This is an optimization exercise on Yosys and OpenROAD, whose aim is small area, a short achievable clock period and few clock cycles per item, not a production implementation.
RTL that was checked went through simulation tests only; none was proved equivalent to the original.

==> inputs of trial 10 <==
Design rgb_to_hsv_converter_top, start of the top module:
module rgb_to_hsv_converter_top (
  input  logic        clk,
  input  logic        rst,
  input  logic        in_valid,
  output logic        in_stall,
  input  logic [7:0]  red,
  input  logic [7:0]  green,
  input  logic [7:0]  blue,
  output logic        out_valid,
  input  logic        out_stall,
  output logic [14:0] hue,
  output logic [14:0] saturation,
  output logic [14:0] brightness
);
  wire adv = ~out_valid | ~out_stall;
  logic       skid_v;
  logic [7:0] sk_r, sk_g, sk_b;
  assign in_stall = skid_v;
  always_ff @(posedge clk) begin
    if (rst) skid_v <= 1'b0;
    else if (skid_v) skid_v <= ~adv;
    else skid_v <= ~adv & in_valid;
    if (!skid_v) begin sk_r <= red; sk_g <= green; sk_b <= blue; end
  end
  logic       v0;
  logic [7:0] r0, g0, b0;
  always_ff @(posedge clk) begin
    if (rst) v0 <= 1'b0;
    else if (adv) v0 <= skid_v | in_valid;
    if (adv) begin
      r0 <= skid_v ? sk_r : red;
      g0 <= skid_v ? sk_g : green;
      b0 <= skid_v ? sk_b : blue;
    end
  end
  wire [7:0] f1_d, f1_dh, f1_mx, f1_np; wire [2:0] f1_k;
  rhc_front f1 (.r(r0), .g(g0), .b(b0), .d(f1_d), .dh(f1_dh), .mx(f1_mx), .np(f1_np), .k(f1_k));
  logic v1;
  logic [7:0] p1_d;
  logic [0:0] p1_eq;
  logic [7:0] p1_mx;
  logic [7:0] p1_np;
  logic [2:0] p1_k;
  always_ff @(posedge clk) begin
    if (rst) v1 <= 1'b0;
    else if (adv) v1 <= v0;
    if (adv) begin
      p1_d <= f1_d;
      p1_eq <= f1_dh[0] ^ f1_d[0];
      p1_mx <= f1_mx;
      p1_np <= f1_np;
      p1_k <= f1_k;
    end
  end
  wire [14:0] f2_n = {p1_d, 6'd0} + {1'b0, p1_d, 5'd0} + {5'd0, p1_d, 2'd0};
  wire [9:0] f2_ts = {1'b0, p1_mx, 1'b0} + {2'b0, p1_mx};
  wire [7:0] f2_rs = f2_n[14:7]; wire [6:0] f2_bs = f2_n[6:0];
  wire [5:0] w3 = f2_bs[5:0];
  wire [7:0] st4_r; wire st4_q;
  rhc_div_cell st4 (.r(f2_rs), .b(f2_bs[6]), .den(p1_mx), .r_n(st4_r), .q(st4_q));
  wire [7:0] f5_dh = {p1_d[7:1], p1_d[0] | p1_eq};
  wire [11:0] f5_m = {p1_np, 4'd0} - {4'd0, p1_np};
  wire [9:0] f5_th = {1'b0, f5_dh, 1'b0} + {2'b0, f5_dh};
  ...
==> module rhc_final, before the edit <==
module rhc_final (
  input  logic [14:0] qs,
  input  logic [11:0] qh,
  input  logic [2:0]  k,
  input  logic [7:0]  mx,
  output logic [14:0] hue,
  output logic [14:0] sat,
  output logic [14:0] bri
);
  logic [27:0] pb;
  always_comb begin
    hue  = {7'(qh[11:8]) + 7'(k) * 7'd15, qh[7:0]};
    sat  = (mx != 8'd0) ? qs : 15'd0;
    pb   = 28'(mx) * 28'd822413;
    bri  = pb[27:13];
  end
endmodule
export LEC_CHECK = 0
export ABC_AREA = 1
export CAP_MARGIN = 20
export CORE_MARGIN = 2
export CORE_UTILIZATION = 60
export SLEW_MARGIN = 20
create_clock -name core_clock -period 14.0 [get_ports {clk}]
standard.sh (not shown) runs the stock make flow with config.mk's settings and CLKGATE_MAP_FILE= SYNTH_SCRIPT=/design/flow/synth_recipe.tcl, a recipe that flattens the netlist after the stock synthesis.
==> flow/flow/run.sh <==
#!/bin/bash
set -euo pipefail
bash standard.sh SETUP_SLACK_MARGIN=9.8 \
  "BUFFER_PORTS_ARGS=-buffer_cell sky130_fd_sc_hd__buf_2" \
  "CTS_ARGS=-sink_clustering_enable -repair_clock_nets -dont_use_dummy_load -buf_list sky130_fd_sc_hd__clkbuf_16 -sink_clustering_size 30" \
  finish > make_finish.log 2>&1
==> trial 69: changes against trial 10 <==
--- a/flow/design.v
+++ b/flow/design.v
@@ -9,8 +9,16 @@
 );
-  logic [27:0] pb;
+  localparam logic [21*16-1:0] TA = {16'hf800, 16'h07c0, 16'he738, 16'h96b4, 16'hcc66, 16'hd5aa, 16'h78f0, 16'h64cc, 16'h52aa, 16'h07c0, 16'he738, 16'h96b4, 16'hcc66, 16'hd5aa, 16'h78f0, 16'h64cc, 16'h52aa, 16'h07c0, 16'he738, 16'h96b4, 16'hcc66};
+  localparam logic [17*16-1:0] TB = {16'hf800, 16'h07c0, 16'he738, 16'h96b4, 16'hcc66, 16'hd5aa, 16'h78f0, 16'h64cc, 16'h52aa, 16'h07c0, 16'he738, 16'hd6b4, 16'h8ce6, 16'h952a, 16'h3878, 16'h3666, 16'had55};
+  logic [15:0] ha, hb;
+  logic [20:0] ta, tsum;
+  logic [16:0] tb;
   always_comb begin
+    ha = 16'd1 << mx[7:4];
+    hb = 16'd1 << mx[3:0];
+    for (int i = 0; i < 21; i++) ta[i] = |(ha & TA[i*16 +: 16]);
+    for (int i = 0; i < 17; i++) tb[i] = |(hb & TB[i*16 +: 16]);
+    tsum = ta + 21'(tb);
+    bri  = tsum[20:6];
     hue  = {7'(qh[11:8]) + 7'(k) * 7'd15, qh[7:0]};
     sat  = (mx != 8'd0) ? qs : 15'd0;
-    pb   = 28'(mx) * 28'd822413;
-    bri  = pb[27:13];
   end
==> flow/flow/run.sh (replaced) <==
#!/bin/bash
set -euo pipefail
bash standard.sh SETUP_SLACK_MARGIN=10.0 \
  "BUFFER_PORTS_ARGS=-buffer_cell sky130_fd_sc_hd__buf_2" \
  "CTS_ARGS=-sink_clustering_enable -repair_clock_nets -dont_use_dummy_load -buf_list sky130_fd_sc_hd__clkbuf_16 -sink_clustering_size 24 -sink_clustering_max_diameter 100" \
  finish > make_finish.log 2>&1
--- a/flow/config.mk
+++ b/flow/config.mk
@@ -10,3 +10,3 @@
 export CORE_MARGIN = 2
-export CORE_UTILIZATION = 60
+export CORE_UTILIZATION = 75
 export SLEW_MARGIN = 20
==> results.txt <==
- Trial 69 ran to the end with no violations. Trial 10 produced a clean layout.
- Against trial 69, the sequential share of layout area of trial 10 is lower by 2.6 points.
- Against trial 69, the setup slack of trial 10 is lower by 0.17 ns.
- Against trial 10, the utilization of trial 69 is higher by 15 points.
- In trial 10 the synthesized cell count is larger than in trial 69, by 4.0%.
- Against trial 69, the routed wire length of trial 10 is smaller by 3.8%.
- Against trial 69, the global-route usage of trial 10 is lower by 7.1 points.
- Fmax: trial 10 is smaller than trial 69 (4.1%).
- Between trial 10 and trial 69, the lower clock skew is in trial 69 (gap 0.00071 ns).
==> figures <==
|  | trial 10 | trial 69 |
|---|---|---|
| Max stage delay cell, worst path | dfxtp_1 | dfxtp_4 |
| Setup slack of the most critical reg-to-reg path | 10.03 ns | 10.13 ns |
| Last element of the critical path | in_stall | out_valid |
| Final worst hold slack | 0.411 ns | 0.425 ns |
| Outcome | finished clean | finished clean |
| Cell depth of the worst setup path | 2 | 1 |
| Fraction of the mapped netlist area in compound gates | 0.103 | 0.116 |
| Number of buffers and inverters on the critical path | 2 | 1 |
| Met2 WL post-DR | 29.8 mm | 31.5 mm |
| Total placed instance area | 0.0306 mm^2 | 0.0291 mm^2 |
| Synthesized Nets | 3377 | 3201 |
| Final cell area excluding filler cells | 0.0321 mm^2 | 0.0303 mm^2 |
| Post-cts sizing count | 14 | 19 |
| Area fraction of clock buffers and clock inverters | 0.0389 | 0.0190 |
| Post-Synth Simple-Gate Area | 0.147 | 0.131 |
| GRT Overall Usage | 0.234 | 0.305 |
| Reg-to-reg startpoint | p8_Ds[2] | g0[4] |
| Final-layout clock buffer total | 50 | 23 |
| Post-DP HPWL | 44.8 mm | 43.9 mm |
Testbench counts of trial 10, summed over its fixed seeds: cycles 12,060, items 12,000.
Testbench counts of trial 69, summed over its fixed seeds: cycles 12,060, items 12,000.

========
==> inputs of run a <==
Another version of the RTL of rgb_to_hsv_converter_top (not shown whole).
==> flow/design.v (excerpt) <==
module rgb_to_hsv_converter_top (
  input  logic        clk,
  input  logic        rst,
  input  logic        in_valid,
  output logic        in_stall,
  input  logic [7:0]  red,
  input  logic [7:0]  green,
  input  logic [7:0]  blue,
  output logic        out_valid,
  input  logic        out_stall,
  output logic [14:0] hue,
  output logic [14:0] saturation,
  output logic [14:0] brightness
);
  wire adv = ~out_valid | ~out_stall;
  logic       skid_v;
  logic [7:0] sk_r, sk_g, sk_b;
  assign in_stall = skid_v;
  always_ff @(posedge clk) begin
    if (rst) skid_v <= 1'b0;
    else if (skid_v) skid_v <= ~adv;
    else skid_v <= ~adv & in_valid;
    if (!skid_v) begin sk_r <= red; sk_g <= green; sk_b <= blue; end
  end
  logic       v0;
  logic [7:0] r0, g0, b0;
  always_ff @(posedge clk) begin
    if (rst) v0 <= 1'b0;
    else if (adv) v0 <= skid_v | in_valid;
    if (adv) begin
      r0 <= skid_v ? sk_r : red;
      g0 <= skid_v ? sk_g : green;
      b0 <= skid_v ? sk_b : blue;
    end
  end
  wire [7:0] f1_d, f1_dh, f1_mx, f1_np; wire [2:0] f1_k;
  rhc_front f1 (.r(r0), .g(g0), .b(b0), .d(f1_d), .dh(f1_dh), .mx(f1_mx), .np(f1_np), .k(f1_k));
  logic v1;
  logic [7:0] p1_d;
  logic [0:0] p1_eq;
  logic [7:0] p1_mx;
  logic [7:0] p1_np;
  logic [2:0] p1_k;
  always_ff @(posedge clk) begin
    if (rst) v1 <= 1'b0;
    else if (adv) v1 <= v0;
    if (adv) begin
      p1_d <= f1_d;
      p1_eq <= f1_dh[0] ^ f1_d[0];
      p1_mx <= f1_mx;
      p1_np <= f1_np;
      p1_k <= f1_k;
    end
  end
  wire [14:0] f2_n = {p1_d, 6'd0} + {1'b0, p1_d, 5'd0} + {5'd0, p1_d, 2'd0};
  wire [9:0] f2_ts = {1'b0, p1_mx, 1'b0} + {2'b0, p1_mx};
  wire [7:0] f2_rs = f2_n[14:7]; wire [6:0] f2_bs = f2_n[6:0];
  wire [5:0] w3 = f2_bs[5:0];
  wire [7:0] st4_r; wire st4_q;
  rhc_div_cell st4 (.r(f2_rs), .b(f2_bs[6]), .den(p1_mx), .r_n(st4_r), .q(st4_q));
  wire [7:0] f5_dh = {p1_d[7:1], p1_d[0] | p1_eq};
  wire [11:0] f5_m = {p1_np, 4'd0} - {4'd0, p1_np};
  wire [9:0] f5_th = {1'b0, f5_dh, 1'b0} + {2'b0, f5_dh};
  ...
==> module rhc_front, before the edit <==
module rhc_front (
  input  logic [7:0] r,
  input  logic [7:0] g,
  input  logic [7:0] b,
  output logic [7:0] d,
  output logic [7:0] dh,
  output logic [7:0] mx,
  output logic [7:0] np,
  output logic [2:0] k
);
  logic ge_rg, ge_rb, ge_gb, eq;
  logic [7:0] mn, md, na, nb;
  always_comb begin
    ge_rg = r >= g;
    ge_rb = r >= b;
    ge_gb = g >= b;
    eq = (r == g) && (g == b);
    if (ge_rg && ge_rb) begin         
      mx = r;
      if (ge_gb) begin md = g; mn = b; k = 3'd0; end
      else       begin md = b; mn = g; k = 3'd5; end
    end else if (ge_gb) begin         
      mx = g;
      if (!ge_rb) begin md = b; mn = r; k = 3'd2; end
      else        begin md = r; mn = b; k = 3'd1; end
    end else begin                    
      mx = b;
      if (ge_rg) begin md = r; mn = g; k = 3'd4; end
      else       begin md = g; mn = r; k = 3'd3; end
    end
    d  = mx - mn;
    na = k[0] ? mx : md;
    nb = k[0] ? md : mn;
    np = na - nb;
    dh = {d[7:1], d[0] | eq};
  end
endmodule
Settings: LEC_CHECK=0, ABC_AREA=1, CAP_MARGIN=20, CORE_MARGIN=2, CORE_UTILIZATION=40, SLEW_MARGIN=20; clock period 14.0 ns.
==> flow/flow/run.sh <==
#!/bin/bash
set -euo pipefail
bash standard.sh SETUP_SLACK_MARGIN=9.8 finish > make_finish.log 2>&1
==> run b: changes against run a <==
--- a/flow/design.v
+++ b/flow/design.v
@@ -65,30 +65,32 @@
   output logic [7:0] np,
   output logic [2:0] k
 );
+  logic [8:0] drg, dgr, dgb, dbg, dbr, drb;
   logic ge_rg, ge_rb, ge_gb, eq;
-  logic [7:0] mn, md, na, nb;
   always_comb begin
-    ge_rg = r >= g;
-    ge_rb = r >= b;
-    ge_gb = g >= b;
+    drg = {1'b0, r} - {1'b0, g};
+    dgr = {1'b0, g} - {1'b0, r};
+    dgb = {1'b0, g} - {1'b0, b};
+    dbg = {1'b0, b} - {1'b0, g};
+    dbr = {1'b0, b} - {1'b0, r};
+    drb = {1'b0, r} - {1'b0, b};
+    ge_rg = ~drg[8];
+    ge_rb = ~drb[8];
+    ge_gb = ~dgb[8];
     eq = (r == g) && (g == b);
     if (ge_rg && ge_rb) begin         
       mx = r;
-      if (ge_gb) begin md = g; mn = b; k = 3'd0; end
-      else       begin md = b; mn = g; k = 3'd5; end
+      if (ge_gb) begin d = drb[7:0]; k = 3'd0; np = dgb[7:0]; end    
+      else       begin d = drg[7:0]; k = 3'd5; np = drb[7:0]; end    
     end else if (ge_gb) begin         
       mx = g;
-      if (!ge_rb) begin md = b; mn = r; k = 3'd2; end
-      else        begin md = r; mn = b; k = 3'd1; end
+      if (!ge_rb) begin d = dgr[7:0]; k = 3'd2; np = dbr[7:0]; end   
+      else        begin d = dgb[7:0]; k = 3'd1; np = dgr[7:0]; end   
     end else begin                    
       mx = b;
-      if (ge_rg) begin md = r; mn = g; k = 3'd4; end
-      else       begin md = g; mn = r; k = 3'd3; end
+      if (ge_rg) begin d = dbg[7:0]; k = 3'd4; np = drg[7:0]; end    
+      else       begin d = dbr[7:0]; k = 3'd3; np = dbg[7:0]; end    
     end
-    d  = mx - mn;
-    na = k[0] ? mx : md;
-    nb = k[0] ? md : mn;
-    np = na - nb;
     dh = {d[7:1], d[0] | eq};
   end
 endmodule
--- a/flow/config.mk
+++ b/flow/config.mk
@@ -5,7 +5,6 @@
 export SDC_FILE = /design/flow/constraint.sdc
 export NUM_CORES = 4
 export LEC_CHECK = 0
-export ABC_AREA = 1
 export CAP_MARGIN = 20
 export CORE_MARGIN = 2
 export CORE_UTILIZATION = 40
==> qor summary <==
	run b	run a
Run status	timing/DRC/antenna clean	timing/DRC/antenna clean
Num CTS Buffers	59	57
Core Util, Final	0.4623	0.4569
Critical path's largest stage delay	0.38 ns	0.40 ns
Minimum setup slack in the final design	9.890 ns	9.886 ns
Terminus of the critical flop-to-flop path	p3_rh[3]	p2_rs[6]
Met1 track demand over resource in global routing	0.2025	0.1867
Multi-input gates	2047	2095
# fillers	7222	7096
Via count of the first global-routing pass	23020	20010
Area share of buffers outside the clock network	0.03076	0.02767
Total number of vias	22000	20440
Final cycle utilization of the critical path	0.2936	0.2938
Insertion delay of the later-clocked pin in the worst-skew pair	0.62 ns	0.61 ns
Count of TritonRoute iterations in the first routing pass	5	6
FF-to-FF setup slack	9.93 ns	10.08 ns
Max Clk Rate	0.2433 GHz	0.2431 GHz
Post-synthesis area per instance	11.34 µm²	10.09 µm²
Testbench counts of run a, summed over its fixed seeds: cycles 12,066, items 12,000.
No functional check of the RTL was part of run b.

[static timing again, ports no longer ideal]
In the flow no input, the clock included, has a driving cell. The finished layouts below were timed again as built, in two steps. Step 1: set_driving_cell puts a clkbuf_16 on clk and a buf_2 on each other input, an assumption about the parent block. Step 2 adds t to the input delays and takes it off the output delays; t is the mean of the earliest and latest rising clock arrival at the registers after step 1. Input paths then give back, and output paths get back, about the clock's delay inside the block. Three values: ideal, step 1, step 2; two values: the first two.
run | t, ns | slack for setup (ns) | pins driven straight from the clock port
trial 10 | 0.625 | 9.880 / 9.818 / 9.371 | 1
trial 69 | 0.615 | 10.048 / 9.991 / 9.621 | 1
run a | 0.661 | 9.886 / 9.825 / 9.286 | 1
run b | 0.673 | 9.890 / 9.831 / 9.267 | 1
After both steps setup and hold are still met in every run listed. For run b, which loses most, drivers alone change the setup slack by -0.059 ns; drivers and shift together by -0.623 ns.
